This design comes from an exercise in tuning for small area, a short achievable clock period and few clock cycles per item on the open sky130 flow, not from production work.

==> flow/design.v <==
`default_nettype none
package edv_pkg;
   localparam int unsigned DataWidth = 32;
   localparam int unsigned QuoWidth  = DataWidth + 1;
   typedef struct packed {
      logic signed [DataWidth-1:0] dividend;
      logic signed [DataWidth-1:0] divisor;
   } req_type;
   typedef struct packed {
      logic signed [QuoWidth-1:0] quotient;
      logic                       divide_by_zero;
   } rsp_type;
endpackage
`default_nettype wire
`default_nettype none
module edv_add #(
   parameter int N = 31
) (
   input  wire logic [N-1:0] a,
   input  wire logic [N-1:0] b,
   input  wire logic         ci,
   output logic      [N-1:0] s,
   output logic              co
);
   localparam int L = $clog2(N + 1);
   logic [(L+1)*(N+1)-1:0] g;
   logic [(L+1)*(N+1)-1:0] p;
   assign g[0] = ci;
   assign p[0] = 1'b0;
   for (genvar m = 1; m <= N; m++) begin : g_in
      assign g[m] = a[m-1] & b[m-1];
      assign p[m] = a[m-1] ^ b[m-1];
   end
   for (genvar l = 0; l < L; l++) begin : g_lvl
      for (genvar m = 0; m <= N; m++) begin : g_pos
         if (((m >> l) & 1) == 1) begin : g_op
            localparam int J = ((m >> l) << l) - 1;
            assign g[(l+1)*(N+1)+m] = g[l*(N+1)+m] | (p[l*(N+1)+m] & g[l*(N+1)+J]);
            assign p[(l+1)*(N+1)+m] = p[l*(N+1)+m] & p[l*(N+1)+J];
         end else begin : g_cp
            assign g[(l+1)*(N+1)+m] = g[l*(N+1)+m];
            assign p[(l+1)*(N+1)+m] = p[l*(N+1)+m];
         end
      end
   end
   for (genvar m = 0; m < N; m++) begin : g_sum
      assign s[m] = p[m+1] ^ g[L*(N+1)+m];
   end
   assign co = g[L*(N+1)+N];
endmodule
`default_nettype wire
`default_nettype none
module edv_lzc (
   input  wire logic [31:0] x,
   output logic             v,
   output logic [4:0]       c
);
   logic [15:0] v0;  logic [15:0]   c0;
   logic [7:0]  v1;  logic [7:0][1:0] c1;
   logic [3:0]  v2;  logic [3:0][2:0] c2;
   logic [1:0]  v3;  logic [1:0][3:0] c3;
   for (genvar i = 0; i < 16; i++) begin : g_l0
      assign v0[i] = x[2*i+1] | x[2*i];
      assign c0[i] = !x[2*i+1];
   end
   for (genvar i = 0; i < 8; i++) begin : g_l1
      assign v1[i] = v0[2*i+1] | v0[2*i];
      assign c1[i] = v0[2*i+1] ? {1'b0, c0[2*i+1]} : {1'b1, c0[2*i]};
   end
   for (genvar i = 0; i < 4; i++) begin : g_l2
      assign v2[i] = v1[2*i+1] | v1[2*i];
      assign c2[i] = v1[2*i+1] ? {1'b0, c1[2*i+1]} : {1'b1, c1[2*i]};
   end
   for (genvar i = 0; i < 2; i++) begin : g_l3
      assign v3[i] = v2[2*i+1] | v2[2*i];
      assign c3[i] = v2[2*i+1] ? {1'b0, c2[2*i+1]} : {1'b1, c2[2*i]};
   end
   assign v = v3[1] | v3[0];
   assign c = v3[1] ? {1'b0, c3[1]} : {1'b1, c3[0]};
endmodule
`default_nettype wire
`default_nettype none
module euclidean_integer_divider_top #(
   parameter int KS = 3       
) (
   input  wire logic              clock,
   input  wire logic              reset,
   input  wire logic              req_valid,
   output logic                   req_ready,
   input  edv_pkg::req_type       req_data,
   output logic                   rsp_valid,
   input  wire logic              rsp_ready,
   output edv_pkg::rsp_type       rsp_data
);
   localparam int P  = KS - 1;       
   localparam int WN = 35 + P;       
   localparam int YN = WN + 1;       
   localparam int CW = 5;            
   logic [WN-1:0] ws_q, wc_q;    
   logic          qp0_q, qn0_q;  
   logic [32:0]   q_q;           
   logic [32:0]   qm_q;          
   logic [32:0]   qp_q;          
   logic [31:0]   d_q;           
   logic          bneg_q;        
   logic          bz_q;          
   logic          dbz_q;
   logic [CW-1:0] cnt_q;         
   logic          fst_q;         
   logic          act_q;         
   logic          pc_q;          
   logic          vld_q;
   wire [31:0] a = req_data.dividend;
   wire [31:0] b = req_data.divisor;
   wire [30:0] bx = b[30:0] ^ {31{b[31]}};
   logic       unused_v;
   logic [4:0] z;
   edv_lzc u_lz (.x({bx, 1'b1}), .v(unused_v), .c(z));
   wire [31:0] bn = b << z;
   logic [CW-1:0] cyc;
   logic [1:0]    pad;
   always_comb begin
      cyc = '0;
      pad = '0;
      for (int i = 0; i < 32; i++) begin
         if (z == 5'(i)) begin
            cyc = CW'((i + 2 + KS - 1) / KS);
            pad = 2'(((i + 2 + KS - 1) / KS) * KS - (i + 2));
         end
      end
   end
   logic [WN-1:0] w0;
   always_comb begin
      w0 = '0;
      for (int e = 0; e <= P; e++) begin
         if (pad == 2'(e)) w0 = WN'($signed(a)) << (P - e);
      end
   end
   wire [YN-1:0] dx   = {{(YN-34-P){d_q[31]}}, d_q, {(P+2){1'b0}}};
   wire          dneg = d_q[31];
   function automatic logic [1:0] dsel(input logic [3:0] est, input logic neg);
      logic ge0, m1;
      ge0 = !est[3];
      m1  = (est == 4'b1111);
      dsel = neg ? {!ge0 && !m1, ge0} : {ge0, !ge0 && !m1};    
   endfunction
   logic [WN-1:0] ws [KS+1];
   logic [WN-1:0] wc [KS+1];
   logic [KS:0]   qp, qn;
   logic [KS-1:0] dp, dn;
   assign ws[0] = ws_q;
   assign wc[0] = wc_q;
   assign qp[0] = qp0_q;
   assign qn[0] = qn0_q;
   for (genvar j = 0; j < KS; j++) begin : g_step
      localparam int FW = (j == KS - 1) ? 0 : 6 + 2 * (KS - 2 - j);
      wire [YN-1:0] ys = {ws[j], 1'b0};
      wire [YN-1:0] yc = {wc[j], 1'b0};
      wire up = qp[j];
      wire dw = qn[j];
      assign dp[KS-1-j] = up;
      assign dn[KS-1-j] = dw;
      wire [YN-1:0] op = ({YN{up}} & ~dx) | ({YN{dw}} & dx);
      wire [YN-1:0] sm = ys ^ yc ^ op;
      wire [YN-1:0] cy = (ys & yc) | (ys & op) | (yc & op);
      wire [WN-1:0] wsf = sm[WN-1:0];
      wire [WN-1:0] wcf = {cy[WN-2:0], up};
      wire [YN-1:0] smp = ys ^ yc ^ ~dx;
      wire [YN-1:0] cyp = (ys & yc) | (ys & ~dx) | (yc & ~dx);
      wire [YN-1:0] smz = ys ^ yc;
      wire [YN-1:0] cyz = ys & yc;
      wire [YN-1:0] smn = ys ^ yc ^ dx;
      wire [YN-1:0] cyn = (ys & yc) | (ys & dx) | (yc & dx);
      wire [WN-1:0] wsp = smp[WN-1:0];
      wire [WN-1:0] wcp = {cyp[WN-2:0], 1'b1};
      wire [WN-1:0] wsz = smz[WN-1:0];
      wire [WN-1:0] wcz = {cyz[WN-2:0], 1'b0};
      wire [WN-1:0] wsn = smn[WN-1:0];
      wire [WN-1:0] wcn = {cyn[WN-2:0], 1'b0};
      wire [1:0] gp = dsel(wsp[WN-1:WN-4] + wcp[WN-1:WN-4], dneg);
      wire [1:0] gz = dsel(wsz[WN-1:WN-4] + wcz[WN-1:WN-4], dneg);
      wire [1:0] gn = dsel(wsn[WN-1:WN-4] + wcn[WN-1:WN-4], dneg);
      wire [1:0] g  = up ? gp : dw ? gn : gz;
      assign qp[j+1] = g[1];
      assign qn[j+1] = g[0];
      if (FW > 0) begin : g_win
         wire [WN-1:0] wsw = up ? wsp : dw ? wsn : wsz;
         wire [WN-1:0] wcw = up ? wcp : dw ? wcn : wcz;
         assign ws[j+1] = {wsw[WN-1:WN-FW], wsf[WN-FW-1:0]};
         assign wc[j+1] = {wcw[WN-1:WN-FW], wcf[WN-FW-1:0]};
      end else begin : g_nowin
         assign ws[j+1] = wsf;
         assign wc[j+1] = wcf;
      end
   end
   wire signed [KS+1:0] v = $signed({2'b00, dp}) - $signed({2'b00, dn});
   wire [32:0] s_q  = fst_q ? 33'd0 : q_q;
   wire [32:0] s_qm = fst_q ? {33{1'b1}} : qm_q;
   wire [32:0] s_qp = fst_q ? 33'd1 : qp_q;
   function automatic logic [32:0] otf(input logic signed [KS+1:0] u,
                                       input logic [32:0] sm1, input logic [32:0] s0,
                                       input logic [32:0] sp1);
      logic signed [KS+1:0] h;
      h = u >>> KS;
      if (h < 0)       otf = {sm1[32-KS:0], u[KS-1:0]};
      else if (h == 0) otf = {s0[32-KS:0], u[KS-1:0]};
      else             otf = {sp1[32-KS:0], u[KS-1:0]};
   endfunction
   wire [32:0] q_n  = otf(v,          s_qm, s_q, s_qp);
   wire signed [KS+1:0] one = (KS+2)'(1);
   wire [32:0] qm_n = otf(v - one, s_qm, s_q, s_qp);
   wire [32:0] qp_n = otf(v + one, s_qm, s_q, s_qp);
   logic [WN-2:0] unused_s;
   logic          wcarry;
   edv_add #(.N(WN-1)) u_sgn (.a(ws_q[WN-2:0]), .b(wc_q[WN-2:0]), .ci(1'b0), .s(unused_s), .co(wcarry));
   wire        wneg = ws_q[WN-1] ^ wc_q[WN-1] ^ wcarry;
   wire        k0   = !bz_q && !wneg;
   wire        kp   = !bz_q && wneg && bneg_q;
   wire        km   = !bz_q && wneg && !bneg_q;
   wire [32:0] qf   = ({33{k0}} & q_q) | ({33{kp}} & qp_q) | ({33{km}} & qm_q);
   wire wait1 = fst_q && vld_q && !rsp_ready;
   wire step  = act_q && !pc_q && !wait1;
   wire load  = req_valid && (!act_q || pc_q || wait1);
   always_ff @(posedge clock) begin
      d_q    <= bn;
      bneg_q <= b[31];
      bz_q   <= (b == 32'd0);
   end
   always_ff @(posedge clock) begin
      if (load) begin
         ws_q  <= w0;
         wc_q  <= '0;
         {qp0_q, qn0_q} <= dsel(w0[WN-1:WN-4], bn[31]);
         cnt_q <= cyc;
         fst_q <= 1'b1;
      end else begin
         ws_q  <= ws[KS];
         wc_q  <= wc[KS];
         {qp0_q, qn0_q} <= {qp[KS], qn[KS]};
         cnt_q <= cnt_q - 1'b1;
         fst_q <= 1'b0;
      end
   end
   always_ff @(posedge clock) begin
      qm_q <= qm_n;
      qp_q <= qp_n;
   end
   always_ff @(posedge clock) begin
      if (step) begin
         q_q <= q_n;
      end else if (pc_q) begin
         q_q   <= qf;
         dbz_q <= bz_q;
      end
   end
   always_ff @(posedge clock) begin
      if (reset) begin
         act_q <= 1'b0;
         pc_q  <= 1'b0;
         vld_q <= 1'b0;
      end else begin
         act_q <= load || (act_q && !pc_q);
         pc_q  <= step && (cnt_q == CW'(1));
         vld_q <= pc_q || (vld_q && !rsp_ready);
      end
   end
   assign req_ready = step && (cnt_q == CW'(1));
   assign rsp_valid = vld_q;
   assign rsp_data  = {q_q, dbz_q};
endmodule
`default_nettype wire
export LEC_CHECK = 0
export CAP_MARGIN = 20
export CORE_MARGIN = 2
export CORE_UTILIZATION = 40
export PLACE_DENSITY = 0.6
export SLEW_MARGIN = 20
create_clock -name core_clock -period 5.0 [get_ports {clock}]
standard.sh (not shown) runs the stock make flow with config.mk's settings and CLKGATE_MAP_FILE= SYNTH_SCRIPT=/design/flow/synth_recipe.tcl, a recipe that flattens the netlist after the stock synthesis.
==> flow/flow/run.sh <==
#!/bin/bash
# The standard layout (standard.sh) with two synthesis changes:
# - no extraction of full/half adders into sky130 fa/ha cells before ABC
#   (ADDER_MAP_FILE empty), so the carry-save and prefix logic maps as gates;
# - ABC maps with flow/abc_speed.script (structural choices, then delay-
#   oriented mapping) instead of ORFS's. It runs from a copy of ORFS's scripts
#   folder that differs only in that file.
# Registers, names and all later steps are the standard flow's. The whole make
# output goes to flow.log here; ORFS's per-step logs stay under orfs/logs.
set -euo pipefail
rm -rf scripts
cp -r "$FLOW_HOME/scripts" scripts
cp flow/abc_speed.script scripts/abc_speed.script
bash standard.sh SCRIPTS_DIR="$PWD/scripts" ADDER_MAP_FILE= finish > flow.log 2>&1
==> flow/flow/abc_speed.script <==
strash
dch -f
map {D}
topo
buffer -c
upsize -c {D}
dnsize -c {D}
Change:
--- a/flow/design.v
+++ b/flow/design.v
@@ -98,11 +98,10 @@
    localparam int CW = 5;            
    logic [WN-1:0] ws_q, wc_q;    
    logic          qp0_q, qn0_q;  
    logic [32:0]   q_q;           
    logic [32:0]   qm_q;          
-   logic [32:0]   qp_q;          
    logic [31:0]   d_q;           
    logic          bneg_q;        
    logic          bz_q;          
    logic          dbz_q;
    logic [CW-1:0] cnt_q;         
@@ -116,26 +115,39 @@
    logic       unused_v;
    logic [4:0] z;
    edv_lzc u_lz (.x({bx, 1'b1}), .v(unused_v), .c(z));
    wire [31:0] bn = b << z;
    logic [CW-1:0] cyc;
-   logic [1:0]    pad;
    always_comb begin
       cyc = '0;
-      pad = '0;
       for (int i = 0; i < 32; i++) begin
-         if (z == 5'(i)) begin
-            cyc = CW'((i + 2 + KS - 1) / KS);
-            pad = 2'(((i + 2 + KS - 1) / KS) * KS - (i + 2));
-         end
-      end
-   end
-   logic [WN-1:0] w0;
+         if (z == 5'(i)) cyc = CW'((i + 2 + KS - 1) / KS);
+      end
+   end
+   logic [31:0] lead;
+   for (genvar i = 0; i < 31; i++) begin : g_lead
+      if (i == 0) begin : g_top
+         assign lead[i] = bx[30];
+      end else begin : g_rest
+         assign lead[i] = bx[30-i] && !(|bx[30:31-i]);
+      end
+   end
+   assign lead[31] = !(|bx);
+   logic [P:0] epad;    
+   always_comb begin
+      epad = '0;
+      for (int i = 0; i < 32; i++) begin
+         epad[((i + 2 + KS - 1) / KS) * KS - (i + 2)] |= lead[i];
+      end
+   end
+   logic [WN-1:0] w0, c0;
    always_comb begin
       w0 = '0;
+      c0 = '0;
       for (int e = 0; e <= P; e++) begin
-         if (pad == 2'(e)) w0 = WN'($signed(a)) << (P - e);
+         w0 = w0 | ({WN{epad[e]}} & (WN'($signed(a)) << (P - e)));
+         c0 = c0 | ({WN{epad[e] & b[31]}} & (WN'($signed(b)) << (P - e)));
       end
    end
    wire [YN-1:0] dx   = {{(YN-34-P){d_q[31]}}, d_q, {(P+2){1'b0}}};
    wire          dneg = d_q[31];
    function automatic logic [1:0] dsel(input logic [3:0] est, input logic neg);
@@ -194,32 +206,27 @@
       end
    end
    wire signed [KS+1:0] v = $signed({2'b00, dp}) - $signed({2'b00, dn});
    wire [32:0] s_q  = fst_q ? 33'd0 : q_q;
    wire [32:0] s_qm = fst_q ? {33{1'b1}} : qm_q;
-   wire [32:0] s_qp = fst_q ? 33'd1 : qp_q;
    function automatic logic [32:0] otf(input logic signed [KS+1:0] u,
-                                       input logic [32:0] sm1, input logic [32:0] s0,
-                                       input logic [32:0] sp1);
+                                       input logic [32:0] sm1, input logic [32:0] s0);
       logic signed [KS+1:0] h;
       h = u >>> KS;
-      if (h < 0)       otf = {sm1[32-KS:0], u[KS-1:0]};
-      else if (h == 0) otf = {s0[32-KS:0], u[KS-1:0]};
-      else             otf = {sp1[32-KS:0], u[KS-1:0]};
+      if (h < 0) otf = {sm1[32-KS:0], u[KS-1:0]};
+      else       otf = {s0[32-KS:0], u[KS-1:0]};
    endfunction
-   wire [32:0] q_n  = otf(v,          s_qm, s_q, s_qp);
    wire signed [KS+1:0] one = (KS+2)'(1);
-   wire [32:0] qm_n = otf(v - one, s_qm, s_q, s_qp);
-   wire [32:0] qp_n = otf(v + one, s_qm, s_q, s_qp);
+   wire [32:0] q_n  = otf(v,       s_qm, s_q);
+   wire [32:0] qm_n = otf(v - one, s_qm, s_q);
    logic [WN-2:0] unused_s;
    logic          wcarry;
    edv_add #(.N(WN-1)) u_sgn (.a(ws_q[WN-2:0]), .b(wc_q[WN-2:0]), .ci(1'b0), .s(unused_s), .co(wcarry));
    wire        wneg = ws_q[WN-1] ^ wc_q[WN-1] ^ wcarry;
-   wire        k0   = !bz_q && !wneg;
-   wire        kp   = !bz_q && wneg && bneg_q;
-   wire        km   = !bz_q && wneg && !bneg_q;
-   wire [32:0] qf   = ({33{k0}} & q_q) | ({33{kp}} & qp_q) | ({33{km}} & qm_q);
+   wire        k0   = !bz_q && !(wneg ^ bneg_q);
+   wire        km   = !bz_q && (wneg ^ bneg_q);
+   wire [32:0] qf   = ({33{k0}} & q_q) | ({33{km}} & qm_q);
    wire wait1 = fst_q && vld_q && !rsp_ready;
    wire step  = act_q && !pc_q && !wait1;
    wire load  = req_valid && (!act_q || pc_q || wait1);
    always_ff @(posedge clock) begin
       d_q    <= bn;
@@ -227,12 +234,12 @@
       bz_q   <= (b == 32'd0);
    end
    always_ff @(posedge clock) begin
       if (load) begin
          ws_q  <= w0;
-         wc_q  <= '0;
-         {qp0_q, qn0_q} <= dsel(w0[WN-1:WN-4], bn[31]);
+         wc_q  <= c0;
+         {qp0_q, qn0_q} <= dsel(w0[WN-1:WN-4] + c0[WN-1:WN-4], bn[31]);
          cnt_q <= cyc;
          fst_q <= 1'b1;
       end else begin
          ws_q  <= ws[KS];
          wc_q  <= wc[KS];
@@ -241,11 +248,10 @@
          fst_q <= 1'b0;
       end
    end
    always_ff @(posedge clock) begin
       qm_q <= qm_n;
-      qp_q <= qp_n;
    end
    always_ff @(posedge clock) begin
       if (step) begin
          q_q <= q_n;
       end else if (pc_q) begin
Outcome: The changed run ran to the end with no violations; setup slack degrades by 180 ps; final cell count came out higher by 3.9%; area after synthesis came out lower by 1.1%; non-clock buffer count went up by 42; design area barely changes; clock-buffer cell count shrinks by 24; clock skew falls by 15 ps; die area drops by 1.1%.
Function was not checked in any run of this note: the RTL went through the layout flow alone.

re-timing with driven ports:
The results above use ideal ports. As a check the final layouts listed here were re-extracted and re-timed, cells and wires unchanged. Step 1 (the two cells are an assumption about what drives the block):
set clk [get_ports {clock}]
set_driving_cell -lib_cell sky130_fd_sc_hd__clkbuf_16 $clk
set_driving_cell -lib_cell sky130_fd_sc_hd__buf_2 [delete_from_list [all_inputs] $clk]
Step 2 times the ports against the registers' clock, not the clock port: input delays grow and output delays shrink by t, the midpoint of the rising clock arrivals with the driver on. a / b / c = ideal ports / drivers / drivers and shift; a / b = the first two.
run	t (ns)	setup WS [ns]	worst setup path after step 2	latest minus earliest clock arrival (ns)	slew at the worst register clock pin (ns)
the first run	0.613	0.515 / 0.515 / -0.061	input to register	0.036 / 0.037	0.06 / 0.06
the second run	0.517	0.331 / 0.363 / -0.154	input to register	0.022 / 0.022	0.09 / 0.09
With both steps, setup timing fails in the first run and the second run, where it was met with ideal ports. The setup slack of the first run, which loses most, moves by 0.000 ns with the drivers and by -0.576 ns with both steps.
